Source: an optimization exercise on an open RTL-to-GDS flow (aim: small area, a short achievable clock period and few clock cycles per item). Production flows keep margins and buffers that such runs may drop. Where RTL was checked, it was by simulation tests only, not by an equivalence proof against the original. Only the layout flow was run in runs 1 and 2; the RTL was not checked for function there. Power figures rest on the tool's default switching activity, not on a simulated workload.

==> design.v <==
`default_nettype none
package isa_pkg;
    typedef enum logic {
        OP_ALU    = 1'b0,
        OP_BRANCH = 1'b1
    } op_class_t;
    typedef enum logic [2:0] {
        ALU_ADD = 3'd0,
        ALU_SUB = 3'd1,
        ALU_AND = 3'd2,
        ALU_OR  = 3'd3,
        ALU_XOR = 3'd4
    } alu_func_t;
    typedef enum logic {
        BR_EQ  = 1'b0,
        BR_LTU = 1'b1
    } br_cond_t;
    typedef struct packed {
        op_class_t               op_class;
        alu_func_t               func;
        br_cond_t                cond;
        logic [5-1:0]      rd;
        logic [32-1:0]      src_a;
        logic [32-1:0]      src_b;
        logic [32-1:0]      pc;
        logic [32-1:0]      imm;
    } issue_op_t;
endpackage
`default_nettype wire
`default_nettype none
package backend_pkg;
    typedef logic [3-1:0] rob_tag_t;
    typedef struct packed {
        rob_tag_t                tag;
        logic [2:0]              func;
        logic [5-1:0]      rd;
        logic [32-1:0]      src_a;
        logic [32-1:0]      src_b;
    } alu_op_t;
    typedef struct packed {
        rob_tag_t                tag;
        logic                    cond;
        logic [5-1:0]      rd;
        logic [32-1:0]      src_a;
        logic [32-1:0]      src_b;
        logic [32-1:0]      pc;
        logic [32-1:0]      imm;
    } br_op_t;
    typedef struct packed {
        rob_tag_t                tag;
        logic [5-1:0]      rd;
        logic [32-1:0]      value;
    } alu_result_t;
    typedef struct packed {
        rob_tag_t                tag;
        logic [5-1:0]      rd;
        logic [32-1:0]      link;
        logic                    taken;
        logic [32-1:0]      target;
    } br_result_t;
    typedef struct packed {
        rob_tag_t                tag;
        logic [5-1:0]      rd;
        logic [32-1:0]      value;
        logic                    is_branch;
        logic                    taken;
        logic [32-1:0]      target;
    } wb_packet_t;
    typedef struct packed {
        rob_tag_t                tag;
        logic [5-1:0]      rd;
        logic [32-1:0]      value;
        logic                    is_branch;
        logic                    taken;
        logic [32-1:0]      target;
    } commit_rec_t;
endpackage
`default_nettype wire
`default_nettype none
`timescale 1ns/100ps
module prefix_carry #(
    parameter int W    = 32,
    parameter int ARCH = 0
) (
    input  wire logic [W-1:0] g_i,
    input  wire logic [W-1:0] p_i,
    input  wire logic         cin_i,
    output logic [W:0]        c_o
);
    localparam int L = (W > 16) ? 5 : (W > 8) ? 4 : (W > 4) ? 3 : (W > 2) ? 2 : 1;
    logic [W-1:0] gg;
    logic [W-1:0] pp;
    always_comb begin
        gg    = g_i;
        pp    = p_i;
        gg[0] = g_i[0] | (p_i[0] & cin_i);
        if (ARCH == 0) begin
            for (int l = 0; l < L; l++) begin
                for (int i = (2 << l) - 1; i < W; i += (2 << l)) begin
                    gg[i] = gg[i] | (pp[i] & gg[i - (1 << l)]);
                    pp[i] = pp[i] & pp[i - (1 << l)];
                end
            end
            for (int l = L - 2; l >= 0; l--) begin
                for (int i = 3 * (1 << l) - 1; i < W; i += (2 << l)) begin
                    gg[i] = gg[i] | (pp[i] & gg[i - (1 << l)]);
                    pp[i] = pp[i] & pp[i - (1 << l)];
                end
            end
        end else if (ARCH == 1) begin
            for (int l = 0; l < L; l++) begin
                for (int i = 0; i < W; i++) begin
                    if (((i >> l) & 1) == 1) begin
                        gg[i] = gg[i] | (pp[i] & gg[((i >> l) << l) - 1]);
                        pp[i] = pp[i] & pp[((i >> l) << l) - 1];
                    end
                end
            end
        end else begin
            for (int l = 0; l < L; l++) begin
                for (int i = W - 1; i >= (1 << l); i--) begin
                    gg[i] = gg[i] | (pp[i] & gg[i - (1 << l)]);
                    pp[i] = pp[i] & pp[i - (1 << l)];
                end
            end
        end
    end
    assign c_o = {gg, cin_i};
endmodule
module pc_increment #(
    parameter int W = 32
) (
    input  wire logic [W-1:0] pc_i,
    output logic [W-1:0]      link_o
);
    localparam int N = W - 2;
    localparam int L = (N > 16) ? 5 : (N > 8) ? 4 : (N > 4) ? 3 : (N > 2) ? 2 : 1;
    logic [N-1:0] pp;
    always_comb begin
        pp = pc_i[W-1:2];
        for (int l = 0; l < L; l++) begin
            for (int i = (2 << l) - 1; i < N; i += (2 << l)) begin
                pp[i] = pp[i] & pp[i - (1 << l)];
            end
        end
        for (int l = L - 2; l >= 0; l--) begin
            for (int i = 3 * (1 << l) - 1; i < N; i += (2 << l)) begin
                pp[i] = pp[i] & pp[i - (1 << l)];
            end
        end
    end
    assign link_o = {pc_i[W-1:2] ^ {pp[N-2:0], 1'b1}, pc_i[1:0]};
endmodule
`default_nettype wire
`default_nettype none
`timescale 1ns/100ps
module ooo_backend_top (
    input  wire logic                  clk_i,
    input  wire logic                  rst_n_i,
    input  wire logic                  op_valid_i,
    input  wire isa_pkg::issue_op_t    op_i,
    output logic                       commit_valid_o,
    output backend_pkg::commit_rec_t   commit_o,
    output logic                       credit_o
);
    localparam int W = 32;
    logic         is_br;
    logic         sub;
    logic [W-1:0] b_x;
    logic [W-1:0] gen;
    logic [W-1:0] prop;
    logic [W:0]   carry;
    logic [W-1:0] sum;
    logic         taken;
    logic [W-1:0] link;
    logic [W:0]   pc_carry;
    logic [W-1:0] pc_imm;
    logic [W-1:0] value;
    backend_pkg::rob_tag_t tag_q;
    logic [5-1:0]    rd_q;
    logic [W-1:0]          value_q;
    logic                  is_br_q;
    logic                  taken_q;
    logic [W-1:0]          target_q;
    assign is_br = (op_i.op_class == isa_pkg::OP_BRANCH);
    assign sub  = is_br || (op_i.func == isa_pkg::ALU_SUB);
    assign b_x  = op_i.src_b ^ {W{sub}};
    assign gen  = op_i.src_a & b_x;
    assign prop = op_i.src_a ^ b_x;
    prefix_carry #(.W(W), .ARCH(1)) alu_carry_inst (
        .g_i   (gen),
        .p_i   (prop),
        .cin_i (sub),
        .c_o   (carry)
    );
    assign sum = prop ^ carry[W-1:0];
    assign taken = (op_i.cond == isa_pkg::BR_EQ) ? (&prop) : !carry[W];
    pc_increment #(.W(W)) link_inst (
        .pc_i   (op_i.pc),
        .link_o (link)
    );
    prefix_carry #(.W(W), .ARCH(1)) pc_carry_inst (
        .g_i   (op_i.pc & op_i.imm),
        .p_i   (op_i.pc ^ op_i.imm),
        .cin_i (1'b0),
        .c_o   (pc_carry)
    );
    assign pc_imm = op_i.pc ^ op_i.imm ^ pc_carry[W-1:0];
    always_comb begin
        if (is_br) begin
            value = link;
        end else begin
            case (op_i.func)
                isa_pkg::ALU_ADD,
                isa_pkg::ALU_SUB: value = sum;
                isa_pkg::ALU_AND: value = gen;
                isa_pkg::ALU_OR:  value = gen | prop;
                isa_pkg::ALU_XOR: value = prop;
                default:          value = '0;
            endcase
        end
    end
    assign credit_o = commit_valid_o;
    always_ff @(posedge clk_i or negedge rst_n_i) begin
        if (!rst_n_i) begin
            commit_valid_o <= 1'b0;
            tag_q          <= '1;
        end else begin
            commit_valid_o <= op_valid_i;
            if (op_valid_i) begin
                tag_q <= tag_q + 1'b1;
            end
        end
    end
    always_ff @(posedge clk_i) begin
        rd_q     <= op_i.rd;
        value_q  <= value;
        is_br_q  <= is_br;
        taken_q  <= is_br && taken;
        target_q <= pc_imm;
    end
    assign commit_o = {tag_q, rd_q, value_q, is_br_q, taken_q,
                       taken_q ? target_q : (value_q & {W{is_br_q}})};
endmodule
`default_nettype wire
==> flow/run.sh <==
#!/bin/bash
# The standard layout, with the port buffers made from the smallest buffer cell.
set -euo pipefail
bash standard.sh BUFFER_PORTS_ARGS="-buffer_cell sky130_fd_sc_hd__buf_1" finish > make_finish.log 2>&1
==> standard.sh <==
#!/bin/bash
# synth_recipe.tcl (not shown) runs the flow's synth.tcl, then flattens the netlist and writes it again
# the make line also repeats each setting of config.mk as NAME=value (left out here)
make -C /OpenROAD-flow-scripts/flow DESIGN_CONFIG=/design/flow/config.mk WORK_HOME=/design/flow/orfs CLKGATE_MAP_FILE= SYNTH_SCRIPT=/design/flow/synth_recipe.tcl "${@:-finish}"
==> config.mk <==
export PLATFORM = sky130hd
export DESIGN_NAME = ooo_backend_top
export DESIGN_NICKNAME = ooo_backend_top
export VERILOG_FILES = /design/flow/design.v
export SDC_FILE = /design/flow/constraint.sdc
export NUM_CORES = 4
export LEC_CHECK = 0
export CAP_MARGIN = 20
export CORE_MARGIN = 2
export CORE_UTILIZATION = 40
export SLEW_MARGIN = 20
==> constraint.sdc <==
create_clock -name core_clock -period 5.0 [get_ports {clk_i}]
set_input_delay 1.0000 -clock core_clock [delete_from_list [all_inputs] [get_ports {clk_i}]]
set_output_delay 1.0000 -clock core_clock [all_outputs]
set_load 0.01 [all_outputs]
==> impl_metrics.csv, run 1 <==
group,metric,value,unit
outcome,run_status,"timing/DRC/antenna clean",
global_route,via_count_of_the_first_global_routing_pass,6734,
layout,antenna_cells,0,
global_route,antenna_found_initial,0,
sta,period_minus_slack,4.334,ns
worst_setup_path,ff2ff_path_depth,2,
floorplanning,core,17900,sq um
worst_setup_path,timing.critical_path.to_type,"flop",
floorplanning,dieWidth,139.0,microns
worst_setup_path,critical_path.reg2reg.startpoint,"tag_q[0]",
layout,ff_latch_area,1525,sq um
synthesis,synth-edff-count,0,
global_route,largest_net_degree_at_the_start_of_global_routing,42,
worst_setup_path,worst-endpoint-required,5.28,ns
hold_path,worstHoldPathType,"in -> async",
worst_setup_path,critPathTopFamily,"compound AO/OA/AOI/OAI gates",
layout,most_frequent_cells_in_the_layout,"buf_1 (214), ha_1 (110), inv_1 (88)",
clock_network,cts.repair_timing.setup_buffer_count,0,
worst_setup_path,crit_path_start_kind,"input pin",
global_route,grt_first_pass_wirelength,35.52,mm
sta,fmaxAchievable,0.2308,GHz
floorplanning,i_o_pin_count,217,
worst_setup_path,r2r-end,"tag_q[1]",
worst_setup_path,cpMaxStageDelayCell,"a21oi_4",
worst_setup_path,max_stage_delay,0.80,ns
worst_setup_path,crit_path_max_fanout,22,
clock_network,clk_path_buf_depth,2,
route,detail_route.wirelength.met1,10.51,mm
layout,area_of_combinational_cells_with_multiple_inputs,5279,sq um
power,worst_ir_drop_vdd,0.0001693,V
floorplanning,floorplan.initialDensity,0.4073,
sta,fin_hold_ws,0.4770,ns
route,routed_via_density,5.418,
power,power_density_over_the_cells,273.4,nW/um^2
clock_network,cts.root.buffer_cell,"clkbuf_16",
sta,timing.clock.skew,0.0008517,ns
layout,area.growth.synth_to_final,17.88,%
worst_setup_path,regToRegSetupSlack,3.90,ns
sta,finalHoldViolations,0,
layout,final_layout_size_suffix_gt1_frac,0.05213,
clock_network,cts_inserted_buffers,9,
route,number_of_drc_violations_after_detailed_routing_iteration_0,367,
route,wirelength,22.26,mm
synthesis,netlist_area,7292,sq um
worst_setup_path,timing.critical_path.cells,"buf_1, nor2_1, a21oi_4, buf_4, xnor2_1, inv_1, ha_1, a211o_1, a21oi_4, o21bai_4, a2111oi_4, a21oi_2, or4_1, nand3_1",
clock_network,cts_clk_pin_slew_worst_paths,0.06,ns
clock_network,post_cts_resized,0,
synthesis,synthesis.instances,854,
synthesis,synthesis.nets,1115,
synthesis,yosys.cell_types.count,71,
worst_setup_path,crit_top_cell,"a21oi_4",
global_route,overflow,0,
route,dr.max_layer_used,"met4",
clock_network,cts_hold_buffers,0,
floorplanning,fp.dieArea,19330,sq um
sta,max_slew.worst_pin.slew,1.016,ns
clock_network,cts_tree,"done",
route,via_count,6957,
synthesis,ys_seq_elements,75,
sta,fin_tns_setup,0,ns
sta,layout_worst_path_cycle_share,0.8667,
route,dr_wl_met2,9.981,mm
synthesis,yosys_most_used_dff,"dfxtp_1",
floorplanning,rows,49,
route,dr.pass1.iters,5,
synthesis,synthArstFlopShare,0.05333,
synthesis,synthesis.yosys.warnings,3,
worst_setup_path,timing.setup.critical_path_class,"in -> reg",
layout,final_common_cell,"buf_1",
synthesis,synth-seq-area-share,0.2092,
placement,placement.io_buffers,216,
worst_setup_path,timing.critical_path.from,"op_i[135]",
worst_setup_path,critical_path_buf_inv_count,3,
clock_network,worst_skew_pair.late_latency,0.34,ns
placement,dp_hpwl,17.19,mm
sta,worst_slew_slack_as_a_fraction_of_its_limit,0.3212,
worst_setup_path,crit_arrival,4.62,ns
global_route,groute.usage.overall,0.2285,
route,met3_wirelength,1.357,mm
clock_network,cts_sinks,75,
route,residual_drc_count,0,
clock_network,h_tree_depth,3,
synthesis,syn-mean-instance-area,8.539,sq um
sta,unrepaired_setup_endpoints_after_global_routing,"no",
power,p_leak,3.847,nW
sta,setup_viol,0,
layout,layout.nets,1311,
route,route.antenna.remaining_nets,0,
floorplanning,chipHeight,139.0,microns
job,maxCapViolations,0,
sta,timing.final.max_slew_violations,0,
route,routedWlPerCell,17.34,microns
layout,fillerInstances,1868,
placement,place_congestion,0.8629,
-- logic make-up (layout without fill, tap and decap cells) --
family                   count (synthesis)  in the layout  share of synthesized area
AND/OR/NAND/NOR                        161            161                     0.1213
multiplexers                            11             11                    0.01544
flip-flops                              75             75                     0.2092
AO/OA/AOI/OAI                          270            270                     0.2641
XOR/XNOR                                86             86                     0.1033
buffers and inverters                  131            332                    0.07052
adder cells (fa/ha/maj)                120            120                     0.2162
-- per-layer routing --
| layer | global-route usage | vias to the layer above |
|---|---|---|
| met5 | 0 | - |
| met4 | 0.06380 | 0 |
| met3 | 0.03695 | 28 |
| met2 | 0.3656 | 223 |
| met1 | 0.3191 | 3214 |
| li1 | - | 3492 |
-- worst max path at each step --
stage | to | slack [ns] | cells past startpoint
floorplan | value_q[16] | 0.93 | 15
global placement | value_q[31] | 0.39 | 14
detailed placement | value_q[31] | 0.32 | 14
CTS | value_q[31] | 0.67 | 14
global route | value_q[9] | 0.41 | 15
finish | value_q[31] | 0.67 | 14
-- area by class of cell --
cell class | instances | share of cell area
multi-input combinational | 648 | 0.6141
tap | 229 | 0.03333
clock inverter | 5 | 0.004512
clock buffer | 11 | 0.02707
inverter | 88 | 0.03843
timing repair buffer | 228 | 0.1051
sequential | 75 | 0.1774
-- state kept, by name, summed over array words and instances, names as in the netlist --
signal          count
commit_valid_o      1
is_br_q             1
rd_q                5
tag_q               3
taken_q             1
target_q           32
value_q            32
-- report_power, final --
part / total, mW / switching [mW] / internal [mW] / leakage (nW)
Sequential: 0.765 / 0.0512 / 0.714 / 0.641
Clock: 0.610 / 0.272 / 0.338 / 0.118
Combinational: 0.975 / 0.565 / 0.410 / 3.09
Total: 2.35 / 0.888 / 1.46 / 3.85
-- through the flow --
| stage | power, mW | utilization | std cells | instance area [sq um] | setup slack [ns] |
|---|---|---|---|---|---|
| 3_3_place_gp | 1.741 | 0.4650 | 1268 | 8324 | 0.3883 |
| 4_1_cts | 2.373 | 0.4802 | 1284 | 8596 | 0.6688 |
| 3_5_place_dp | 1.752 | 0.4650 | 1268 | 8324 | 0.3156 |
| 5_1_grt | 2.527 | 0.4802 | 1284 | 8596 | 0.4051 |
| 6_report | 2.350 | 0.4802 | 1284 | 8596 | 0.6665 |
| 2_1_floorplan | 1.455 | - | 854 | 7292 | 0.9285 |
-- Yosys cell counts (7+ instances only) --
| cell | count | area, sq um |
|---|---|---|
| nand3_1 | 13 | 65.06 |
| nand2_1 | 36 | 135.1 |
| a31oi_1 | 7 | 43.79 |
| a22oi_1 | 41 | 307.8 |
| nand4_1 | 11 | 68.82 |
| ha_1 | 110 | 1376 |
| xor2_1 | 28 | 245.2 |
| fa_1 | 10 | 200.2 |
| xnor2_1 | 58 | 508.0 |
| a21oi_1 | 51 | 255.2 |
| inv_1 | 88 | 330.3 |
| and3_1 | 11 | 68.82 |
| a21o_1 | 19 | 142.6 |
| clkbuf_1 | 33 | 123.9 |
| nor2_1 | 29 | 108.9 |
| and2_1 | 12 | 75.07 |
| o21ai_0 | 34 | 170.2 |
| o22ai_1 | 27 | 168.9 |
| and4_1 | 7 | 61.31 |
| mux2i_1 | 9 | 90.09 |
| nand2b_1 | 9 | 56.30 |
| dfxtp_1 | 71 | 1421 |
| a22o_1 | 38 | 332.8 |
==> run 2, diff against run 1 <==
--- a/design.v
+++ b/design.v
@@ -189,3 +189,3 @@
     assign prop = op_i.src_a ^ b_x;
-    prefix_carry #(.W(W), .ARCH(1)) alu_carry_inst (
+    prefix_carry #(.W(W), .ARCH(2)) alu_carry_inst (
         .g_i   (gen),
@@ -201,3 +201,3 @@
     );
-    prefix_carry #(.W(W), .ARCH(1)) pc_carry_inst (
+    prefix_carry #(.W(W), .ARCH(2)) pc_carry_inst (
         .g_i   (op_i.pc & op_i.imm),
==> run 2 against run 1 <==
Effect of this change:
- hold slack worse by 0.0049 ns
- synthesized area rose by 4.5%
- register-to-register slack about the same
- design area grew 3.7%
- power is 4.0% higher
- sequential share of layout area fell by 0.64 points
- largest power group unchanged
- highest routed layer unchanged
==> impl_metrics.csv, run 2 <==
group,metric,value,unit
outcome,run_status,"timing/DRC/antenna clean",
worst_setup_path,crit_path_max_fanout,10,
synthesis,yosysMostFrequentCell,"ha_1",
global_route,antenna_found_initial,0,
synthesis,yosys.cell_types.count,73,
synthesis,ys_seq_elements,75,
layout,most_frequent_cells_in_the_layout,"buf_1 (215), ha_1 (111), inv_1 (84)",
sta,max_slew.worst_pin.slew,0.8785,ns
synthesis,synthesis.yosys.warnings,3,
synthesis,synth.largest_area_cell,"dfxtp_1",
worst_setup_path,max_stage_delay,0.36,ns
route,routed_via_density,5.481,
worst_setup_path,cpMaxStageDelayCell,"ha_1",
sta,layout_worst_path_cycle_share,0.8479,
layout,final_layout_size_suffix_gt1_frac,0.05291,
worst_setup_path,crit_path_start_kind,"input pin",
global_route,groute.usage.overall,0.2273,
floorplanning,i_o_pin_count,217,
power,worst_ir_drop_vdd,0.0001275,V
layout,area.growth.synth_to_final,17.01,%
worst_setup_path,worst-endpoint-required,5.24,ns
global_route,overflow,0,
placement,place_congestion,0.9041,
clock_network,cts_hold_buffers,0,
global_route,via_count_of_the_first_global_routing_pass,6743,
hold_path,worstHoldPathType,"in -> async",
floorplanning,chipHeight,142.0,microns
power,power_density_over_the_cells,274.2,nW/um^2
synthesis,syn-mean-instance-area,8.125,sq um
sta,fmaxAchievable,0.2359,GHz
floorplanning,dieWidth,142.0,microns
clock_network,h_tree_depth,3,
synthesis,yosys-top-cells-count,"ha_1 (111), inv_1 (84), a21oi_1 (72)",
sta,finalHoldViolations,0,
sta,fin_hold_ws,0.4721,ns
sta,fin_tns_setup,0,ns
worst_setup_path,timing.critical_path.cells,"buf_1, nor3b_2, nor2_4, buf_4, xnor2_1, inv_1, ha_1, a21oi_1, o21ai_0, a221oi_1, o31ai_1, a31oi_2, o21ai_2, a221oi_2, nor4b_1, a211o_1",
power,p_leak,4.010,nW
clock_network,clk_path_buf_depth,2,
clock_network,cts_tree,"done",
floorplanning,core,18710,sq um
global_route,grt_first_pass_wirelength,35.91,mm
route,number_of_drc_violations_after_detailed_routing_iteration_0,525,
clock_network,cts_clk_pin_slew_worst_paths,0.07,ns
route,residual_drc_count,0,
floorplanning,floorplan.initialDensity,0.4074,
sta,setup_viol,0,
layout,biggestRegsByFlops,"target_q (32), value_q (32), rd_q (5)",
clock_network,post_cts_resized,0,
layout,layout.nets,1383,
sta,worst_slew_slack_as_a_fraction_of_its_limit,0.4122,
route,routedWlPerCell,17.28,microns
clock_network,cts_inserted_buffers,9,
floorplanning,fp.dieArea,20170,sq um
synthesis,netlist_area,7621,sq um
sta,timing.clock.skew,0.004057,ns
layout,ff_latch_area,1525,sq um
synthesis,synthesis.instances,938,
synthesis,synth-seq-area-share,0.2001,
synthesis,synth_top_cells_by_area,"dfxtp_1 (19%), ha_1 (18%), xnor2_1 (6.8%), xor2_1 (5.2%), a22oi_1 (4.8%)",
synthesis,yosys_most_used_dff,"dfxtp_1",
clock_network,worst_skew_pair.late_latency,0.35,ns
worst_setup_path,crit_arrival,4.48,ns
placement,placement.io_buffers,216,
worst_setup_path,timing.setup.critical_path_class,"in -> reg",
layout,final_common_cell,"buf_1",
layout,fillerInstances,1915,
placement,post_dp_cell_area,8635,sq um
floorplanning,rows,50,
worst_setup_path,timing.critical_path.to_type,"flop",
synthesis,synthesis.nets,1192,
synthesis,synth-edff-count,0,
route,wirelength,23.65,mm
layout,area_of_combinational_cells_with_multiple_inputs,5599,sq um
route,route.antenna.remaining_nets,0,
clock_network,cts_sinks,75,
synthesis,netlist.area_leader.share,0.1865,
placement,dp_worst_setup_slack,0.3758,ns
job,maxCapViolations,0,
sta,period_minus_slack,4.239,ns
route,dr.pass1.iters,5,
clock_network,cts.repair_timing.setup_buffer_count,0,
route,via_count,7504,
synthesis,synthArstFlopShare,0.05333,
placement,dp_hpwl,18.99,mm
layout,finish.instance_area,8917,sq um
sta,unrepaired_setup_endpoints_after_global_routing,"no",
sta,timing.final.max_slew_violations,0,
sta,final.setup.worst_slack,0.7607,ns
clock_network,cts.root.buffer_cell,"clkbuf_16",
global_route,largest_net_degree_at_the_start_of_global_routing,40,
==> run 2: cell types whose count changed after synthesis, moves of 9 or more <==
| cell | delta |
|---|---|
| a21oi_1 | +21 |
| nor2_1 | +12 |
| o21ai_0 | +19 |
| mux2i_1 | -9 |
| xor2_1 | +17 |
| nand2_1 | +15 |
==> run 2: layer usage <==
metal / vias up / track usage / part of all wire
met5: - / 0 / 0
li1: 3790 / - / -
met1: 3433 / 0.3212 / 0.48
met4: 0 / 0.07526 / 0.021
met3: 34 / 0.03062 / 0.052
met2: 247 / 0.3565 / 0.45
==> run 2: worst max-delay path, delay by kind of cell <==
family | cells | cell delay (ns)
xor+xnor | 1 | 0.15
compound gates | 8 | 1.78
fa+ha+maj | 1 | 0.36
simple gates | 3 | 0.55
buf+inv | 3 | 0.63
==> run 2: cells by family (layout without fill, tap and decap cells) <==
| group | after synthesis | after routing | share of synthesized area |
|---|---|---|---|
| simple gates | 173 | 173 | 0.1180 |
| mux | 2 | 2 | 0.002955 |
| flops | 75 | 75 | 0.2001 |
| xor+xnor | 104 | 104 | 0.1195 |
| other cells | 0 | 1 | 0 |
| fa+ha+maj | 113 | 113 | 0.1875 |
| compound gates | 339 | 339 | 0.3041 |
| buf+inv | 132 | 328 | 0.06780 |
==> run 2: stage by stage <==
stage / total power [mW] / std cells / utilization
finish: 2.445 / 1369 / 0.4767
detailed placement: 1.826 / 1352 / 0.4616
floorplan: 1.511 / 938 / -
CTS: 2.461 / 1368 / 0.4766
global placement: 1.824 / 1352 / 0.4613
global route: 2.616 / 1368 / 0.4766
==> run 2: path summary, 6_finish.rpt <==
path                                  end  cells after the start  slack [ns]       from
max                           value_q[29]                     16        0.76  op_i[135]
min                        commit_valid_o                      1        0.47    rst_n_i
max reg2reg                      tag_q[1]                      2        3.90   tag_q[0]
min reg2reg                      tag_q[2]                      1        0.49   tag_q[2]
max in group asynchronous        tag_q[0]                      1        4.28    rst_n_i
min in group core_clock          tag_q[2]                      1        0.49   tag_q[2]
==> run 2: final cells by class <==
| class | instances | share of cell area |
|---|---|---|
| Antenna cell | 1 | 0.0002806 |
| Clock buffer | 10 | 0.02680 |
| Clock inverter | 6 | 0.004630 |
| Inverter | 84 | 0.03536 |
| Multi-Input combinational cell | 731 | 0.6279 |
| Sequential cell | 75 | 0.1710 |
| Tap cell | 234 | 0.03283 |
| Timing Repair Buffer | 228 | 0.1012 |
==> run 2: power breakdown <==
group	internal, mW	switching [mW]
logic	0.439	0.617
registers	0.712	0.0553
clock network	0.348	0.273
total	1.50	0.946
==> run 3, diff against run 2 <==
--- a/design.v
+++ b/design.v
@@ -165,15 +165,20 @@
 );
-    localparam int W = 32;
-    logic         is_br;
-    logic         sub;
-    logic [W-1:0] b_x;
-    logic [W-1:0] gen;
-    logic [W-1:0] prop;
-    logic [W:0]   carry;
-    logic [W-1:0] sum;
-    logic         taken;
-    logic [W-1:0] link;
-    logic [W:0]   pc_carry;
-    logic [W-1:0] pc_imm;
-    logic [W-1:0] value;
+    localparam int W  = 32;
+    localparam int BW = 8;
+    localparam int NB = W / BW;
+    logic          is_br;
+    logic          sub;
+    logic          sel_sum;
+    logic [W-1:0]  b_x;
+    logic [W-1:0]  gen;
+    logic [W-1:0]  prop;
+    logic [W-1:0]  sum_blk;
+    logic [NB-1:0] blk_g;
+    logic [NB-1:0] blk_p;
+    logic          carry_out;
+    logic          taken;
+    logic [W-1:0]  link;
+    logic [W:0]    pc_carry;
+    logic [W-1:0]  pc_imm;
+    logic [W-1:0]  value;
     backend_pkg::rob_tag_t tag_q;
@@ -184,2 +189,6 @@
     logic [W-1:0]          target_q;
+    logic [NB-2:0]         blk_g_q;
+    logic [NB-2:1]         blk_p_q;
+    logic [NB-1:0]         blk_c;
+    logic [W-1:0]          value_out;
     assign is_br = (op_i.op_class == isa_pkg::OP_BRANCH);
@@ -189,10 +198,16 @@
     assign prop = op_i.src_a ^ b_x;
-    prefix_carry #(.W(W), .ARCH(2)) alu_carry_inst (
-        .g_i   (gen),
-        .p_i   (prop),
-        .cin_i (sub),
-        .c_o   (carry)
-    );
-    assign sum = prop ^ carry[W-1:0];
-    assign taken = (op_i.cond == isa_pkg::BR_EQ) ? (&prop) : !carry[W];
+    for (genvar k = 0; k < NB; k++) begin : g_blk
+        logic [BW:0] c;
+        prefix_carry #(.W(BW), .ARCH(1)) carry_inst (
+            .g_i   (gen[k*BW +: BW]),
+            .p_i   (prop[k*BW +: BW]),
+            .cin_i ((k == 0) ? sub : 1'b0),
+            .c_o   (c)
+        );
+        assign sum_blk[k*BW +: BW] = prop[k*BW +: BW] ^ c[BW-1:0];
+        assign blk_g[k] = c[BW];
+        assign blk_p[k] = &prop[k*BW +: BW];
+    end
+    assign carry_out = blk_g[3] | (blk_p[3] & (blk_g[2] | (blk_p[2] & (blk_g[1] | (blk_p[1] & blk_g[0])))));
+    assign taken = (op_i.cond == isa_pkg::BR_EQ) ? (&prop) : !carry_out;
     pc_increment #(.W(W)) link_inst (
@@ -201,3 +216,3 @@
     );
-    prefix_carry #(.W(W), .ARCH(2)) pc_carry_inst (
+    prefix_carry #(.W(W), .ARCH(1)) pc_carry_inst (
         .g_i   (op_i.pc & op_i.imm),
@@ -208,2 +223,3 @@
     assign pc_imm = op_i.pc ^ op_i.imm ^ pc_carry[W-1:0];
+    assign sel_sum = !is_br && (op_i.func == isa_pkg::ALU_ADD || op_i.func == isa_pkg::ALU_SUB);
     always_comb begin
@@ -214,3 +230,3 @@
                 isa_pkg::ALU_ADD,
-                isa_pkg::ALU_SUB: value = sum;
+                isa_pkg::ALU_SUB: value = sum_blk;
                 isa_pkg::ALU_AND: value = gen;
@@ -240,4 +256,17 @@
         target_q <= pc_imm;
-    end
-    assign commit_o = {tag_q, rd_q, value_q, is_br_q, taken_q,
+        blk_g_q  <= blk_g[NB-2:0] & {(NB-1){sel_sum}};
+        blk_p_q  <= blk_p[NB-2:1];
+    end
+    assign blk_c[0] = 1'b0;
+    assign blk_c[1] = blk_g_q[0];
+    assign blk_c[2] = blk_g_q[1] | (blk_p_q[1] & blk_g_q[0]);
+    assign blk_c[3] = blk_g_q[2] | (blk_p_q[2] & blk_g_q[1]) | (blk_p_q[2] & blk_p_q[1] & blk_g_q[0]);
+    always_comb begin
+        for (int k = 0; k < NB; k++) begin
+            for (int j = 0; j < BW; j++) begin
+                value_out[k*BW + j] = value_q[k*BW + j] ^ (blk_c[k] && ((value_q[k*BW +: BW] | ({BW{1'b1}} << j)) == {BW{1'b1}}));
+            end
+        end
+    end
+    assign commit_o = {tag_q, rd_q, value_out, is_br_q, taken_q,
                        taken_q ? target_q : (value_q & {W{is_br_q}})};
==> run 3 against run 2 <==
Effect of this change:
- wire length shrank 11%
- register-to-register slack lost 0.04 ns
- die area shrank 5.6%
- via count shrank 13%
- sequential share of layout area grew 1.9 points
- fmax grew 4.3%
- synthesized cell count shrank 12%
- synthesized area shrank 5.7%
- sequential power grew 4.8%
- critical path type unchanged
==> impl_metrics.csv, run 3 <==
group,metric,value,unit
layout,biggestRegsByFlops,"target_q (32), value_q (32), rd_q (5)",
worst_setup_path,timing.critical_path.to_type,"flop",
worst_setup_path,crit_arrival,4.25,ns
synthesis,netlist.area_leader.share,0.2117,
sta,fmaxAchievable,0.2460,GHz
worst_setup_path,crit_path_start_kind,"input pin",
clock_network,cts.repair_timing.setup_buffer_count,0,
placement,dp_hpwl,17.06,mm
synthesis,yosys_most_used_dff,"dfxtp_1",
sta,timing.final.max_slew_violations,0,
sta,timing.clock.skew,0.007827,ns
clock_network,cts_hold_buffers,0,
route,routedWlPerCell,16.72,microns
route,number_of_drc_violations_after_detailed_routing_iteration_0,398,
synthesis,yosys-top-cells-count,"ha_1 (113), inv_1 (94), xnor2_1 (81)",
worst_setup_path,timing.critical_path.from,"op_i[135]",
floorplanning,core,17780,sq um
outcome,run_status,"timing/DRC/antenna clean",
synthesis,synthesis.instances,830,
route,residual_drc_count,0,
clock_network,post_cts_resized,0,
sta,period_minus_slack,4.065,ns
worst_setup_path,worst-endpoint-required,5.18,ns
power,worst_ir_drop_vdd,0.0002089,V
global_route,via_count_of_the_first_global_routing_pass,6240,
synthesis,yosys.cell_types.count,53,
layout,layout.core_utilization,0.4800,
worst_setup_path,timing.setup.critical_path_class,"in -> reg",
floorplanning,fp.dieArea,19050,sq um
synthesis,synthesis.yosys.warnings,4,
layout,final_layout_size_suffix_gt1_frac,0.04453,
route,dr.pass1.iters,4,
synthesis,yosysMostFrequentCell,"ha_1",
clock_network,cts_tree,"done",
layout,antenna_cells,0,
clock_network,cts_clk_pin_slew_worst_paths,0.06,ns
layout,layout.nets,1299,
sta,worst_slew_slack_as_a_fraction_of_its_limit,0.3352,
synthesis,syn-mean-instance-area,8.657,sq um
clock_network,h_tree_depth,3,
floorplanning,floorplan.initialDensity,0.4042,
global_route,grt_first_pass_wirelength,32.98,mm
route,routed_via_density,5.164,
floorplanning,dieWidth,138.0,microns
power,p_leak,3.847,nW
sta,layout_worst_path_cycle_share,0.8129,
synthesis,synthesis.nets,1101,
layout,final_common_cell,"buf_1",
worst_setup_path,critical_path.reg2reg.startpoint,"tag_q[0]",
clock_network,cts_inserted_buffers,9,
power,power_density_over_the_cells,279.5,nW/um^2
synthesis,synthArstFlopShare,0.05000,
placement,placement.io_buffers,216,
clock_network,clk_path_buf_depth,2,
global_route,overflow,0,
placement,place_congestion,0.8754,
route,route.antenna.remaining_nets,0,
clock_network,cts_sinks,80,
floorplanning,rows,49,
layout,most_frequent_cells_in_the_layout,"buf_1 (216), ha_1 (113), inv_1 (94)",
layout,area.growth.synth_to_final,18.77,%
synthesis,synth.largest_area_cell,"dfxtp_1",
worst_setup_path,crit_path_end,"value_q[23]",
synthesis,synth_top_cells_by_area,"dfxtp_1 (21%), ha_1 (20%), xnor2_1 (9.9%), a22o_1 (5.7%), inv_1 (4.9%)",
global_route,antenna_found_initial,0,
floorplanning,i_o_pin_count,217,
route,via_count,6517,
worst_setup_path,r2r-end,"tag_q[1]",
hold_path,worstHoldPathType,"in -> async",
worst_setup_path,crit_path_max_fanout,9,
sta,unrepaired_setup_endpoints_after_global_routing,"no",
global_route,largest_net_degree_at_the_start_of_global_routing,36,
synthesis,synth-seq-area-share,0.2262,
clock_network,cts.root.buffer_cell,"clkbuf_16",
global_route,groute.usage.overall,0.2152,
worst_setup_path,ff2ff_path_depth,2,
synthesis,netlist_area,7186,sq um
sta,finalHoldViolations,0,
sta,max_slew.worst_pin.slew,0.9962,ns
floorplanning,chipHeight,138.0,microns
sta,fin_tns_setup,0,ns
sta,setup_viol,0,
worst_setup_path,regToRegSetupSlack,3.86,ns
job,maxCapViolations,0,
synthesis,ys_seq_elements,80,
power,power.total,2.385,mW
clock_network,worst_skew_pair.late_latency,0.34,ns
route,wirelength,21.10,mm
synthesis,synth-edff-count,0,
## run 3: cell families after synthesis
family          count (synthesis)  share of synthesized area
mux                             5                   0.007487
xor+xnor                      102                     0.1243
simple gates                  147                     0.1012
buf+inv                       136                    0.07714
flops                          80                     0.2262
fa+ha+maj                     130                     0.2441
compound gates                230                     0.2196
## run 3: power breakdown
group	internal (mW)	total (mW)	switching [mW]
clock network	0.464	0.721	0.256
registers	0.749	0.804	0.0558
logic	0.367	0.860	0.493
## run 3: metrics by stage
stage	setup slack, ns	cell area [sq um]	instances	hold WS, ns
after CTS	0.9428	8534	1262	0.4810
after detailed placement	0.5989	8209	1246	0.4786
after global placement	0.7055	8209	1246	0.4815
after floorplan	0.3793	7186	830	0.4933
final	0.9354	8534	1262	0.4856
after global routing	0.5733	8534	1262	0.4839
## run 3: layer usage
metal,part of all wire,global-route usage,vias to the layer above,wire length [microns]
met5,0,0,-,0
met4,0.016,0.05532,0,329
met3,0.052,0.02148,22,1088
met2,0.43,0.3327,214,9141
met1,0.50,0.3213,2981,10550
li1,-,-,3300,-
## run 3: area by class of cell
cell class / instances / area [sq um]
tap: 229 / 286.5
sequential: 80 / 1625
fill: 1814 / 9245
clock buffer: 13 / 260.3
multi-input combinational: 614 / 5027
timing repair buffer: 228 / 913.4
clock inverter: 3 / 65.06
inverter: 95 / 356.6
## run 3: worst min path at each step
stage	to	slack [ns]	cells after the start
finish	commit_valid_o	0.49	1
global route	commit_valid_o	0.48	1
CTS	commit_valid_o	0.48	1
detailed placement	tag_q[2]	0.48	1
global placement	tag_q[2]	0.48	1
floorplan	tag_q[2]	0.49	1
## run 3: worst max-delay path, cell delays in order
cell,delay [ns]
buf_1,0.20
nor2_1,0.13
a21oi_4,0.42
xnor2_1,0.16
ha_1,0.25
fa_1,0.44
a21o_1,0.18
a21oi_1,0.28
o21bai_1,0.10
a21oi_1,0.22
inv_1,0.06
a21oi_1,0.17
mux2_2,0.34
a22oi_1,0.18
o22ai_1,0.11
Testbench counts of run 3, summed over its fixed seeds: cycles 2,056, items 2,048.
==> run 4, diff against run 3 <==
==> flow/run.sh (replaced) <==
#!/bin/bash
# The standard layout, with two changes: the port buffers are made from the
# smallest buffer cell, and the full adder cells join the platform's don't-use
# list (flow/dont_use.txt), so that abc maps those adder bits with the rest of
# the logic and sees the whole carry path.
set -euo pipefail
here=$(cd "$(dirname "$0")" && pwd)
dont_use=$(tr '\n' ' ' < "$here/dont_use.txt")
bash standard.sh \
    BUFFER_PORTS_ARGS="-buffer_cell sky130_fd_sc_hd__buf_1" \
    DONT_USE_CELLS="$dont_use" \
    finish > make_finish.log 2>&1
==> flow/dont_use.txt (new file) <==
sky130_fd_sc_hd__probe_p_8
sky130_fd_sc_hd__probec_p_8
sky130_fd_sc_hd__lpflow_bleeder_1
sky130_fd_sc_hd__lpflow_clkbufkapwr_1
sky130_fd_sc_hd__lpflow_clkbufkapwr_16
sky130_fd_sc_hd__lpflow_clkbufkapwr_2
sky130_fd_sc_hd__lpflow_clkbufkapwr_4
sky130_fd_sc_hd__lpflow_clkbufkapwr_8
sky130_fd_sc_hd__lpflow_clkinvkapwr_1
sky130_fd_sc_hd__lpflow_clkinvkapwr_16
sky130_fd_sc_hd__lpflow_clkinvkapwr_2
sky130_fd_sc_hd__lpflow_clkinvkapwr_4
sky130_fd_sc_hd__lpflow_clkinvkapwr_8
sky130_fd_sc_hd__lpflow_decapkapwr_12
sky130_fd_sc_hd__lpflow_decapkapwr_3
sky130_fd_sc_hd__lpflow_decapkapwr_4
sky130_fd_sc_hd__lpflow_decapkapwr_6
sky130_fd_sc_hd__lpflow_decapkapwr_8
sky130_fd_sc_hd__lpflow_inputiso0n_1
sky130_fd_sc_hd__lpflow_inputiso0p_1
sky130_fd_sc_hd__lpflow_inputiso1n_1
sky130_fd_sc_hd__lpflow_inputiso1p_1
sky130_fd_sc_hd__lpflow_inputisolatch_1
sky130_fd_sc_hd__lpflow_isobufsrc_1
sky130_fd_sc_hd__lpflow_isobufsrc_16
sky130_fd_sc_hd__lpflow_isobufsrc_2
sky130_fd_sc_hd__lpflow_isobufsrc_4
sky130_fd_sc_hd__lpflow_isobufsrc_8
sky130_fd_sc_hd__lpflow_isobufsrckapwr_16
sky130_fd_sc_hd__lpflow_lsbuf_lh_hl_isowell_tap_1
sky130_fd_sc_hd__lpflow_lsbuf_lh_hl_isowell_tap_2
sky130_fd_sc_hd__lpflow_lsbuf_lh_hl_isowell_tap_4
sky130_fd_sc_hd__lpflow_lsbuf_lh_isowell_4
sky130_fd_sc_hd__lpflow_lsbuf_lh_isowell_tap_1
sky130_fd_sc_hd__lpflow_lsbuf_lh_isowell_tap_2
sky130_fd_sc_hd__lpflow_lsbuf_lh_isowell_tap_4
sky130_fd_sc_hd__fa_1
sky130_fd_sc_hd__fa_2
sky130_fd_sc_hd__fa_4
--- a/config.mk
+++ b/config.mk
@@ -10,2 +10,3 @@
 export CORE_UTILIZATION = 40
+export SETUP_SLACK_MARGIN = 1.5
 export SLEW_MARGIN = 20
==> run 4 against run 3 <==
Effect of this change:
- first-iteration DRC count decreased by 31%
- combinational power decreased by 0.5%
- power increased by 0.58%
- synthesized cell count increased by 1.6%
- global-route usage decreased by 0.48 points
- count of clock-buffer cells in the layout decreased by 2
- clock skew decreased by 0.0062 ns
- sequential power about the same
- die area decreased by 0.14%
- core utilization increased by 2.7 points
- highest routed layer unchanged
- critical endpoint is now taken_q
- fmax increased by 17%
- setup slack improved by 0.58 ns
==> impl_metrics.csv, run 4 <==
group,metric,value,unit
worst_setup_path,cpMaxStageDelayCell,"a221o_1",
sta,timing.clock.skew,0.001630,ns
synthesis,yosys.cell_types.count,54,
worst_setup_path,crit_path_max_fanout,4,
sta,setup_viol,0,
synthesis,ys_seq_elements,80,
floorplanning,dieWidth,137.9,microns
synthesis,netlist_area,7176,sq um
route,routedWlPerCell,16.25,microns
power,power_density_over_the_cells,271.5,nW/um^2
worst_setup_path,crit_path_start_kind,"input pin",
power,power.total,2.399,mW
synthesis,yosysMostFrequentCell,"ha_1",
worst_setup_path,critical_path_buf_inv_count,3,
sta,finalHoldViolations,0,
route,via_count,6646,
placement,dp_hpwl,16.22,mm
synthesis,synth-seq-area-share,0.2265,
worst_setup_path,timing.setup.critical_path_class,"in -> reg",
sta,fin_tns_setup,0,ns
sta,max_slew.worst_pin.slew,0.9576,ns
placement,dp_worst_setup_slack,0.7847,ns
route,dr.pass1.iters,5,
layout,area.growth.synth_to_final,23.16,%
clock_network,cts.root.buffer_cell,"clkbuf_16",
floorplanning,i_o_pin_count,217,
clock_network,worst_skew_pair.late_latency,0.34,ns
worst_setup_path,crit_arrival,3.78,ns
worst_setup_path,critPathTopFamily,"compound AO/OA/AOI/OAI gates",
synthesis,yosys_most_used_dff,"dfxtp_1",
floorplanning,fp.dieArea,19030,sq um
placement,placement.io_buffers,216,
layout,layout.nets,1326,
layout,layout.cells.non_filler,1283,
synthesis,synthesis.yosys.warnings,4,
sta,period_minus_slack,3.487,ns
layout,most_frequent_cells_in_the_layout,"buf_1 (213), ha_1 (123), inv_1 (80)",
layout,layout.core_utilization,0.5074,
sta,layout_worst_path_cycle_share,0.6973,
synthesis,synth_top_cells_by_area,"ha_1 (23%), dfxtp_1 (21%), xnor2_1 (9.2%), a22o_1 (6.3%), inv_1 (4.2%)",
route,number_of_drc_violations_after_detailed_routing_iteration_0,274,
global_route,overflow,0,
sta,fin_hold_ws,0.4694,ns
clock_network,cts_inserted_buffers,9,
placement,placedCellCount,1253,
global_route,via_count_of_the_first_global_routing_pass,6128,
job,maxCapViolations,0,
layout,finish.instance_area,8837,sq um
layout,fillerInstances,1773,
floorplanning,rows,48,
layout,antenna_cells,0,
route,route.antenna.remaining_nets,0,
synthesis,syn-mean-instance-area,8.512,sq um
synthesis,yosys-top-cells-count,"ha_1 (131), inv_1 (80), dfxtp_1 (76)",
floorplanning,floorplan.initialDensity,0.4120,
layout,final_layout_size_suffix_gt1_frac,0.08790,
global_route,grt_first_pass_wirelength,30.84,mm
placement,place_congestion,0.8731,
floorplanning,core,17420,sq um
synthesis,synthesis.instances,843,
synthesis,synth-edff-count,0,
sta,final.setup.worst_slack,1.513,ns
layout,biggestRegsByFlops,"target_q (32), value_q (32), rd_q (5)",
sta,unrepaired_setup_endpoints_after_global_routing,"yes",
route,residual_drc_count,0,
clock_network,cts_hold_buffers,0,
clock_network,cts_tree,"done",
synthesis,synthesis.nets,1115,
global_route,groute.usage.overall,0.2104,
sta,fmaxAchievable,0.2868,GHz
hold_path,worstHoldPathType,"in -> async",
route,routed_via_density,5.180,
power,worst_ir_drop_vdd,0.0001864,V
worst_setup_path,max_stage_delay,0.37,ns
sta,worst_slew_slack_as_a_fraction_of_its_limit,0.3603,
clock_network,cts_sinks,80,
route,wirelength,20.84,mm
sta,timing.final.max_slew_violations,0,
worst_setup_path,timing.critical_path.to_type,"flop",
worst_setup_path,timing.critical_path.cells,"buf_1, buf_6, nor2_4, a21oi_4, buf_6, xnor2_4, ha_4, ha_2, or2_1, a21o_1, a21o_1, a221o_1, a21oi_2, o211ai_1, a221oi_2, a41o_1",
worst_setup_path,worst-endpoint-required,5.29,ns
floorplanning,chipHeight,137.9,microns
global_route,largest_net_degree_at_the_start_of_global_routing,35,
outcome,run_status,"timing/DRC/antenna clean",
clock_network,h_tree_depth,3,
synthesis,synthArstFlopShare,0.05000,
layout,final_common_cell,"buf_1",
clock_network,clk_path_buf_depth,2,
synthesis,synth.largest_area_cell,"ha_1",
power,p_leak,4.052,nW
placement,post_dp_cell_area,8228,sq um
synthesis,netlist.area_leader.share,0.2284,
global_route,antenna_found_initial,1,
clock_network,cts_clk_pin_slew_worst_paths,0.06,ns
run 4: kinds of logic after synthesis:
kind of cell | after synthesis | synth area share
buffers and inverters | 122 | 0.07010
flip-flops | 80 | 0.2265
adder cells (fa/ha/maj) | 131 | 0.2284
multiplexers | 2 | 0.002964
AO/OA/AOI/OAI | 237 | 0.2291
AND/OR/NAND/NOR | 169 | 0.1184
XOR/XNOR | 102 | 0.1245
run 4: final cells by class:
cell class | count | area, sq um | area share
Clock buffer | 11 | 252.7 | 0.02860
Clock inverter | 4 | 76.32 | 0.008637
Inverter | 80 | 300.3 | 0.03398
Multi-Input combinational cell | 641 | 5256 | 0.5948
Sequential cell | 80 | 1625 | 0.1839
Tap cell | 225 | 281.5 | 0.03186
Timing Repair Buffer | 242 | 1045 | 0.1182
run 4: routing by layer:
metal	GRT usage	wire [microns]	vias to the layer above
met3	0.03582	1163	21
met1	0.2786	9693	3050
li1	-	-	3396
met5	0	0	-
met4	0.07426	467	0
met2	0.3446	9518	179
run 4: report_power, final:
part           internal [mW]  total (mW)  leakage [nW]  switching, mW
Clock                  0.464       0.739         0.158          0.275
Combinational          0.386       0.856          3.21          0.471
Sequential             0.750       0.804         0.681         0.0536
run 4: worst paths after layout:
kind,startpoint,end,slack (ns),cells past startpoint
max in group asynchronous,rst_n_i,tag_q[0],4.28,1
min in group core_clock,tag_q[2],tag_q[2],0.49,1
setup reg to reg,tag_q[0],tag_q[1],3.90,2
hold reg to reg,tag_q[2],tag_q[2],0.49,1
hold / removal,rst_n_i,commit_valid_o,0.47,1
setup / recovery,op_i[136],taken_q,1.51,16
run 4: timing repair:
item	4_1_cts	5_1_grt
buffers inserted	3	12
pin swaps	4	15
setup endpoints to repair	19	15
gates resized for setup	8	39
==> run 5, diff against run 4 <==
--- a/design.v
+++ b/design.v
@@ -128,26 +128,2 @@
     assign c_o = {gg, cin_i};
-endmodule
-module pc_increment #(
-    parameter int W = 32
-) (
-    input  wire logic [W-1:0] pc_i,
-    output logic [W-1:0]      link_o
-);
-    localparam int N = W - 2;
-    localparam int L = (N > 16) ? 5 : (N > 8) ? 4 : (N > 4) ? 3 : (N > 2) ? 2 : 1;
-    logic [N-1:0] pp;
-    always_comb begin
-        pp = pc_i[W-1:2];
-        for (int l = 0; l < L; l++) begin
-            for (int i = (2 << l) - 1; i < N; i += (2 << l)) begin
-                pp[i] = pp[i] & pp[i - (1 << l)];
-            end
-        end
-        for (int l = L - 2; l >= 0; l--) begin
-            for (int i = 3 * (1 << l) - 1; i < N; i += (2 << l)) begin
-                pp[i] = pp[i] & pp[i - (1 << l)];
-            end
-        end
-    end
-    assign link_o = {pc_i[W-1:2] ^ {pp[N-2:0], 1'b1}, pc_i[1:0]};
 endmodule
@@ -179,3 +155,2 @@
     logic          taken;
-    logic [W-1:0]  link;
     logic [W:0]    pc_carry;
@@ -191,2 +166,3 @@
     logic [NB-2:1]         blk_p_q;
+    logic [NB-2:0]         pc_ones;
     logic [NB-1:0]         blk_c;
@@ -212,6 +188,5 @@
     assign taken = (op_i.cond == isa_pkg::BR_EQ) ? (&prop) : !carry_out;
-    pc_increment #(.W(W)) link_inst (
-        .pc_i   (op_i.pc),
-        .link_o (link)
-    );
+    assign pc_ones[0] = &op_i.pc[7:2];
+    assign pc_ones[1] = pc_ones[0] & (&op_i.pc[15:8]);
+    assign pc_ones[2] = pc_ones[1] & (&op_i.pc[23:16]);
     prefix_carry #(.W(W), .ARCH(1)) pc_carry_inst (
@@ -226,3 +201,3 @@
         if (is_br) begin
-            value = link;
+            value = op_i.pc;
         end else begin
@@ -256,4 +231,4 @@
         target_q <= pc_imm;
-        blk_g_q  <= blk_g[NB-2:0] & {(NB-1){sel_sum}};
-        blk_p_q  <= blk_p[NB-2:1];
+        blk_g_q  <= (blk_g[NB-2:0] & {(NB-1){sel_sum}}) | (pc_ones & {(NB-1){is_br}});
+        blk_p_q  <= blk_p[NB-2:1] & {(NB-2){!is_br}};
     end
@@ -264,3 +239,7 @@
     always_comb begin
-        for (int k = 0; k < NB; k++) begin
+        value_out[1:0] = value_q[1:0];
+        for (int j = 2; j < BW; j++) begin
+            value_out[j] = value_q[j] ^ (is_br_q && ((value_q[BW-1:0] | ({BW{1'b1}} << j) | 2'b11) == {BW{1'b1}}));
+        end
+        for (int k = 1; k < NB; k++) begin
             for (int j = 0; j < BW; j++) begin
@@ -271,3 +250,3 @@
     assign commit_o = {tag_q, rd_q, value_out, is_br_q, taken_q,
-                       taken_q ? target_q : (value_q & {W{is_br_q}})};
+                       taken_q ? target_q : (value_out & {W{is_br_q}})};
 endmodule
--- a/config.mk
+++ b/config.mk
@@ -9,4 +9,5 @@
 export CORE_MARGIN = 2
-export CORE_UTILIZATION = 40
-export SETUP_SLACK_MARGIN = 1.5
+export CORE_UTILIZATION = 70
+export PLACE_DENSITY = 0.8
+export SETUP_SLACK_MARGIN = 2.0
 export SLEW_MARGIN = 20
==> run 5 against run 4 <==
Effect of this change:
- the flow now stops in global routing (5_1_grt)
- synthesized area fell by 1.1%
- synthesized cell count fell by 0.71%
==> impl_metrics.csv, run 5 <==
group,metric,value,unit
outcome,run_status,"stopped before the end",
outcome,lastStage,"global routing (5_1_grt)",
outcome,first-error,"[ERROR DPL-0038] Utilization greater than 100%, impossible to legalize",
floorplanning,i_o_pin_count,217,
synthesis,synth_adder_area_share,0.2080,
sta,grt_worst_setup_endpoint,"value_q[30]$_DFF_P_/D",
clock_network,cts_inserted_buffers,9,
synthesis,synth-simple-area-share,0.1278,
synthesis,yosys_most_used_dff,"dfxtp_1",
placement,placement.io_buffers,216,
floorplanning,rows,36,
synthesis,synth-seq-area-share,0.2289,
synthesis,netlist_area,7099,sq um
synthesis,post_synth_mux_area_share,0.004582,
synthesis,yosysMostFrequentCell,"ha_1",
synthesis,synthArstFlopShare,0.05000,
synthesis,synth.largest_area_cell,"dfxtp_1",
clock_network,h_tree_depth,3,
synthesis,netlist.area_leader.share,0.2143,
synthesis,synthesis.instances,837,
global_route,largest_net_degree_at_the_start_of_global_routing,41,
synthesis,synth-edff-count,0,
synthesis,synth-xor-area-share,0.1073,
floorplanning,floorplan.initialDensity,0.7230,
clock_network,clk_path_buf_depth,2,
floorplanning,dieWidth,104.7,microns
synthesis,synth_top_family_by_area,"compound AO/OA/AOI/OAI gates",
placement,dp_hpwl,16.09,mm
synthesis,yosys.cell_types.count,69,
synthesis,synthesis.nets,1096,
synthesis,yosys-top-cells-count,"ha_1 (118), inv_1 (81), dfxtp_1 (76)",
clock_network,cts_sinks,80,
placement,place_congestion,0.9720,
synthesis,syn-mean-instance-area,8.482,sq um
synthesis,synthesis.yosys.warnings,3,
synthesis,ys_seq_elements,80,
sta,worstEpCategory,"register data pin",
placement,post_dp_cell_area,8234,sq um
clock_network,cts.root.buffer_cell,"clkbuf_8",
floorplanning,chipHeight,104.7,microns
synthesis,synth_compound_area_frac,0.2575,
synthesis,synth_top_cells_by_area,"dfxtp_1 (21%), ha_1 (21%), xnor2_1 (8.0%), a22o_1 (6.7%), inv_1 (4.3%)",
run 5: power groups by stage:
stage	combinational, mW	clock (mW)	sequential, mW
4_1_cts	1.01	0.432	0.799
3_3_place_gp	0.882	0	0.805
2_1_floorplan	0.653	0	0.805
3_5_place_dp	0.916	0	0.811
run 5: stage by stage:
stage	util	worst slack (ns)	std cells
floorplan	-	1.575	837
global placement	0.8386	1.251	1159
detailed placement	0.8386	1.166	1159
CTS	0.9149	1.790	1202
run 5: kinds of logic after synthesis:
logic type / count (synthesis)
muxes: 3
AOI/OAI and AO/OA: 251
adders and majority gates: 118
and+or+nand+nor: 180
xor gates and xnor gates: 87
DFF: 80
buffers and inverters: 118
run 5: how the worst min path moves through the flow:
| stage | end | slack, ns | cells past startpoint |
|---|---|---|---|
| after CTS | commit_valid_o | 0.47 | 1 |
| after detailed placement | tag_q[2] | 0.48 | 1 |
| after global placement | tag_q[2] | 0.48 | 1 |
| after floorplan | tag_q[2] | 0.49 | 1 |
run 5: what timing repair did:
item | in CTS
resized for setup | 74
buffers inserted | 26
pin swaps | 41
endpoints found under the setup margin | 72
hold buffers | 0
gates cloned | 1
Testbench counts of run 5, summed over its fixed seeds: cycles 2,056, items 2,048.
==> run 6, diff against run 5 <==
==> flow/run.sh (replaced) <==
#!/bin/bash
# The standard layout, with three changes:
# - the port buffers are made from the smallest buffer cell;
# - the full adder cells join the platform's don't-use list (flow/dont_use.txt),
#   so that abc maps those adder bits with the rest of the logic;
# - the timing repair after clock tree synthesis aims at 2 ns of setup slack,
#   and the later steps only repair violations.
set -euo pipefail
here=$(cd "$(dirname "$0")" && pwd)
dont_use=$(tr '\n' ' ' < "$here/dont_use.txt")
common=(BUFFER_PORTS_ARGS="-buffer_cell sky130_fd_sc_hd__buf_1" DONT_USE_CELLS="$dont_use")
bash standard.sh "${common[@]}" SETUP_SLACK_MARGIN=2.0 cts > make_cts.log 2>&1
bash standard.sh "${common[@]}" finish > make_finish.log 2>&1
--- a/config.mk
+++ b/config.mk
@@ -9,5 +9,3 @@
 export CORE_MARGIN = 2
-export CORE_UTILIZATION = 70
-export PLACE_DENSITY = 0.8
-export SETUP_SLACK_MARGIN = 2.0
+export CORE_UTILIZATION = 60
 export SLEW_MARGIN = 20
==> run 6 against run 5 <==
Effect of this change:
- the run now finishes clean
- synthesized cell count stayed put
- synthesized area stayed put
==> impl_metrics.csv, run 6 <==
group,metric,value,unit
outcome,run_status,"timing/DRC/antenna clean",
synthesis,synth_top_cells_by_area,"dfxtp_1 (21%), ha_1 (21%), xnor2_1 (8.0%), a22o_1 (6.7%), inv_1 (4.3%)",
synthesis,synthesis.nets,1096,
sta,fin_hold_ws,0.4773,ns
power,share_comb_of_total_power,0.415,
synthesis,synth_top_family_by_area,"compound AO/OA/AOI/OAI gates",
global_route,busiest_layer,"met2",
clock_network,cts.root.buffer_cell,"clkbuf_16",
global_route,met1_usage,0.4754,
worst_setup_path,timing.critical_path.to_type,"flop",
clock_network,cts_clk_pin_slew_worst_paths,0.06,ns
power,power_report.internal_total,1.760,mW
synthesis,synth_adder_area_share,0.2080,
route,residual_drc_count,0,
layout,fillerInstances,715,
synthesis,yosys_most_used_dff,"dfxtp_1",
route,routedWlPerCell,18.65,microns
synthesis,yosys-top-cells-count,"ha_1 (118), inv_1 (81), dfxtp_1 (76)",
power,p_leak,4.179,nW
clock_network,cts_tree,"done",
sta,max_slew.worst_pin.slew,0.9480,ns
layout,area_of_combinational_cells_with_multiple_inputs,5807,sq um
synthesis,synth-simple-area-share,0.1278,
worst_setup_path,crit_path_start_kind,"input pin",
clock_network,h_tree_depth,3,
global_route,grt_first_pass_wirelength,36.24,mm
power,power.switching,0.9173,mW
route,wirelength,22.88,mm
floorplanning,core,11470,sq um
clock_network,clk_path_buf_depth,2,
worst_setup_path,r2r-end,"tag_q[1]",
sta,final.setup.worst_slack,1.583,ns
synthesis,synthesis.yosys.warnings,3,
synthesis,synth-xor-area-share,0.1073,
route,dr.pass1.iters,8,
layout,area.growth.synth_to_final,34.76,%
power,power.total,2.677,mW
sta,unrepaired_setup_endpoints_after_global_routing,"no",
sta,fin_tns_setup,0,ns
floorplanning,dieWidth,112.8,microns
worst_setup_path,timing.setup.critical_path_class,"in -> reg",
clock_network,cts_sinks,80,
worst_setup_path,worst-endpoint-required,5.25,ns
placement,dp_hpwl,15.73,mm
sta,setup_viol,0,
power,seq_power_share,0.299,
synthesis,syn-mean-instance-area,8.482,sq um
global_route,antenna_found_initial,0,
hold_path,worstHoldPathType,"in -> async",
sta,layout_worst_path_cycle_share,0.6835,
layout,ff_latch_area,1627,sq um
synthesis,yosysMostFrequentCell,"ha_1",
layout,most_frequent_cells_in_the_layout,"buf_1 (208), ha_1 (88), inv_1 (78)",
sta,fmaxAchievable,0.2926,GHz
synthesis,synth.largest_area_cell,"dfxtp_1",
floorplanning,floorplan.initialDensity,0.6191,
synthesis,synth_compound_area_frac,0.2575,
sta,worst_slew_slack_as_a_fraction_of_its_limit,0.3680,
synthesis,ys_seq_elements,80,
worst_setup_path,ff2ff_path_depth,2,
synthesis,synth-edff-count,0,
placement,post_dp_cell_area,8262,sq um
worst_setup_path,crit_path_end,"value_q[15]",
layout,layout.nets,1338,
placement,place_congestion,0.8801,
worst_setup_path,critical_path.reg2reg.startpoint,"tag_q[0]",
route,number_of_drc_violations_after_detailed_routing_iteration_0,714,
layout,finish.instance_area,9567,sq um
synthesis,yosys.cell_types.count,69,
floorplanning,fp.dieArea,12720,sq um
power,power_density_over_the_cells,279.9,nW/um^2
sta,timing.clock.skew,0.0005447,ns
worst_setup_path,timing.critical_path.from,"op_i[136]",
synthesis,netlist.area_leader.share,0.2143,
layout,layout.core_utilization,0.8343,
sta,timing.final.max_slew_violations,0,
power,worst_ir_drop_vdd,0.0002782,V
worst_setup_path,regToRegSetupSlack,3.91,ns
sta,period_minus_slack,3.417,ns
worst_setup_path,crit_path_max_fanout,7,
power,swShare,0.3426,
synthesis,post_synth_mux_area_share,0.004582,
clock_network,cts_inserted_buffers,9,
sta,finalHoldViolations,0,
floorplanning,chipHeight,112.8,microns
synthesis,netlist_area,7099,sq um
global_route,largest_net_degree_at_the_start_of_global_routing,41,
layout,biggestRegsByFlops,"target_q (32), value_q (32), rd_q (5)",
layout,layout.cells.non_filler,1227,
layout,final_common_cell,"buf_1",
synthesis,synth-seq-area-share,0.2289,
route,route.antenna.remaining_nets,0,
global_route,use_met2,0.5864,
synthesis,synthesis.instances,837,
floorplanning,rows,39,
floorplanning,i_o_pin_count,217,
worst_setup_path,crit_arrival,3.67,ns
global_route,overflow,0,
placement,placedCellCount,1171,
placement,placement.io_buffers,216,
synthesis,synthArstFlopShare,0.05000,
global_route,globalRouteMet3Util,0.05410,
clock_network,worst_skew_pair.late_latency,0.33,ns
layout,antenna_cells,0,
job,maxCapViolations,0,
power,proportion_of_power_drawn_by_the_clock_network,0.287,
layout,final_layout_size_suffix_gt1_frac,0.1854,
route,routed_via_density,6.086,
global_route,groute.usage.overall,0.3534,
placement,dp_worst_setup_slack,1.154,ns
global_route,via_count_of_the_first_global_routing_pass,7115,
route,via_count,7468,
-- run 6: cell counts after synthesis --
No cell type changed its count.
-- run 6: repair_timing --
item,in CTS,in global routing
setup buffers,38,0
gates resized for setup,114,0
endpoints found under the setup margin,52,0
hold buffers,0,0
-- run 6: metal layers --
layer	part of all wire	vias to the layer above
met3	0.081	64
met5	0	-
met2	0.46	402
met1	0.43	3499
met4	0.027	0
li1	-	3503
-- run 6: worst min-delay path by stage --
stage                         from             end  slack [ns]
after floorplan           tag_q[2]        tag_q[2]        0.49
after detailed placement  tag_q[2]        tag_q[2]        0.48
after CTS                  rst_n_i  commit_valid_o        0.48
after global routing       rst_n_i  commit_valid_o        0.49
final                      rst_n_i  commit_valid_o        0.48
after global placement    tag_q[2]        tag_q[2]        0.48
-- run 6: cell families after synthesis --
logic type                 count (synthesis)
xor gates and xnor gates                  87
buffers and inverters                    118
muxes                                      3
adders and majority gates                118
AOI/OAI and AO/OA                        251
and+or+nand+nor                          180
DFF                                       80
-- run 6: critical path, cell delays in order --
cell,delay [ns]
buf_1,0.08
buf_6,0.12
nor2_4,0.13
a21oi_4,0.08
buf_6,0.13
buf_12,0.14
xnor2_4,0.16
inv_2,0.07
ha_4,0.24
ha_4,0.15
o21a_1,0.18
o21ai_1,0.13
nand2b_1,0.19
buf_4,0.21
a211oi_2,0.21
o21bai_1,0.13
xnor2_1,0.13
o211ai_1,0.19
-- run 6: area by class of cell --
| class | instances | share of cell area |
|---|---|---|
| clock inverters | 5 | 0.01086 |
| repair buffers | 268 | 0.1363 |
| flip-flops and latches | 80 | 0.1700 |
| clock buffers | 11 | 0.02537 |
| well taps | 143 | 0.01870 |
| inverters | 81 | 0.03178 |
| multi-input cells | 639 | 0.6070 |
-- run 6: power groups by stage --
stage	combinational [mW]	clock [mW]	sequential, mW
after floorplan	0.653	0	0.805
after detailed placement	0.906	0	0.809
final	1.11	0.767	0.800
after global placement	0.893	0	0.806
after global routing	1.21	0.791	0.811
after CTS	1.06	0.765	0.799
==> run 7, diff against run 6 <==
--- a/flow/run.sh
+++ b/flow/run.sh
@@ -5,4 +5,4 @@
 #   so that abc maps those adder bits with the rest of the logic;
-# - the timing repair after clock tree synthesis aims at 2 ns of setup slack,
-#   and the later steps only repair violations.
+# - the timing repair after clock tree synthesis (and only that one) aims at
+#   2 ns of setup slack; the other repair steps only repair violations.
 set -euo pipefail
@@ -11,2 +11,3 @@
 common=(BUFFER_PORTS_ARGS="-buffer_cell sky130_fd_sc_hd__buf_1" DONT_USE_CELLS="$dont_use")
+bash standard.sh "${common[@]}" place > make_place.log 2>&1
 bash standard.sh "${common[@]}" SETUP_SLACK_MARGIN=2.0 cts > make_cts.log 2>&1
--- a/config.mk
+++ b/config.mk
@@ -9,3 +9,3 @@
 export CORE_MARGIN = 2
-export CORE_UTILIZATION = 60
+export CORE_UTILIZATION = 65
 export SLEW_MARGIN = 20
==> run 7 against run 6 <==
Effect of this change:
- clock skew is essentially flat
- die area shrank 7.4%
- register-to-register slack lost 0.04 ns
- largest power group unchanged
- clock power shrank 27%
- synthesized cell count is the same
- flip-flop and latch count is the same
- setup slack gained 0.19 ns
- non-clock buffer count shrank 24
- critical endpoint is now value_q[13]
- highest routed layer unchanged
- wire length shrank 1.9%
==> impl_metrics.csv, run 7 <==
group,metric,value,unit
outcome,run_status,"timing/DRC/antenna clean",
synthesis,synthArstFlopShare,0.05000,
clock_network,h_tree_depth,3,
floorplanning,core,10750,sq um
synthesis,synthesis.instances,837,
worst_setup_path,crit_path_max_fanout,6,
clock_network,cts_inserted_buffers,9,
power,proportion_of_power_drawn_by_the_clock_network,0.235,
synthesis,yosys-top-cells-count,"ha_1 (118), inv_1 (81), dfxtp_1 (76)",
clock_network,cts.root.buffer_cell,"clkbuf_8",
route,routedWlPerCell,18.70,microns
route,dr.pass1.iters,6,
layout,layout.core_utilization,0.8359,
layout,area.growth.synth_to_final,26.52,%
layout,area_of_combinational_cells_with_multiple_inputs,5557,sq um
worst_setup_path,crit_arrival,3.53,ns
route,routed_via_density,6.223,
power,swShare,0.3621,
layout,final_common_cell,"buf_1",
placement,placement.io_buffers,216,
sta,timing.clock.skew,0.0003681,ns
global_route,grt_first_pass_wirelength,34.00,mm
route,route.antenna.remaining_nets,0,
hold_path,worstHoldPathType,"in -> async",
synthesis,synth-seq-area-share,0.2289,
synthesis,netlist_area,7099,sq um
layout,fillerInstances,691,
worst_setup_path,crit_path_start_kind,"input pin",
power,power.switching,0.8628,mW
floorplanning,dieWidth,108.5,microns
global_route,via_count_of_the_first_global_routing_pass,6844,
worst_setup_path,timing.setup.critical_path_class,"in -> reg",
route,via_count,7467,
route,residual_drc_count,0,
floorplanning,floorplan.initialDensity,0.6607,
global_route,groute.usage.overall,0.3691,
sta,finalHoldViolations,0,
synthesis,synth_top_cells_by_area,"dfxtp_1 (21%), ha_1 (21%), xnor2_1 (8.0%), a22o_1 (6.7%), inv_1 (4.3%)",
sta,setup_viol,0,
power,share_comb_of_total_power,0.429,
synthesis,syn-mean-instance-area,8.482,sq um
power,seq_power_share,0.336,
synthesis,yosys.cell_types.count,69,
synthesis,yosys_most_used_dff,"dfxtp_1",
sta,max_slew.worst_pin.slew,0.9429,ns
global_route,largest_net_degree_at_the_start_of_global_routing,41,
power,power_density_over_the_cells,265.3,nW/um^2
synthesis,synth.largest_area_cell,"dfxtp_1",
synthesis,synthesis.nets,1096,
run 7: changes by cell type in the layout (fill, tap and decap cells not counted), sizes merged:
cell	delta
buf	-23
bufbuf	-1
bufinv	-1
clkbuf	+3
clkinv	-2
run 7: cell type report:
class                      instances  share of cell area
multi-input combinational        639              0.6186
timing repair buffer             244              0.1210
sequential                        80              0.1811
inverter                          81             0.03385
clock inverter                     2            0.006686
tap                              140             0.01950
clock buffer                      14             0.01922
run 7: cells by family after synthesis:
family	count (synthesis)	synth area share
adders and majority gates	118	0.2080
muxes	3	0.004582
xor gates and xnor gates	87	0.1073
and+or+nand+nor	180	0.1278
DFF	80	0.2289
AOI/OAI and AO/OA	251	0.2575
buffers and inverters	118	0.06591
run 7: path summary, 6_finish.rpt:
kind	slack, ns	startpoint	cells after the start	to
hold reg to reg	0.49	tag_q[2]	1	tag_q[2]
setup reg to reg	3.87	tag_q[0]	2	tag_q[1]
min in group core_clock	0.49	tag_q[2]	1	tag_q[2]
max in group asynchronous	4.31	rst_n_i	1	tag_q[2]
hold / removal	0.45	rst_n_i	1	commit_valid_o
setup / recovery	1.77	op_i[136]	16	value_q[13]
run 7: stage by stage:
step	hold WS, ns	cells	setup slack [ns]
finish	0.4505	1200	1.771
global route	0.4573	1200	1.686
CTS	0.4499	1200	1.933
detailed placement	0.4803	1168	1.085
global placement	0.4752	1168	1.159
floorplan	0.4933	837	0.9221
run 7: power groups by stage:
stage               Clock, mW  Combinational, mW  Sequential, mW
floorplan                   0              0.609           0.805
global placement            0              0.845           0.806
detailed placement          0              0.865           0.811
CTS                     0.561              0.976           0.799
global route            0.594               1.11           0.809
finish                  0.560               1.02           0.799
run 7: critical path, cell delays in order:
cell and delay (ns):
buf_8 0.10, nor2_4 0.13, a21oi_4 0.09, buf_12 0.16, buf_8 0.15, xnor2_2 0.14
ha_2 0.20, ha_4 0.16, o21a_1 0.17, o21ai_1 0.15, nand2b_1 0.19, ha_2 0.24
nor3_1 0.23, o21ai_0 0.12, o211ai_1 0.15, a22o_1 0.14
run 7: timing repair:
action,in CTS,in global routing
hold endpoints to repair,0,0
hold buffers,0,0
buffers inserted,16,0
setup endpoints to repair,43,0
resized for setup,106,0
run 7: routing by layer:
metal  track usage  routed length (microns)  up-vias
met4        0.1374                      648        0
li1              -                        -     3444
met2        0.6174                    10480      500
met5             0                        0        -
met3       0.06872                     2190       75
met1        0.4719                     9120     3448

Re-timed with assumed drivers on the ports (clkbuf_16 on the clock, buf_2 on other inputs), run 7 has 1.767 ns of setup slack against 1.771 ns with ideal ports, and 1.377 ns once port delays also move by the mid clock arrival of 0.390 ns.
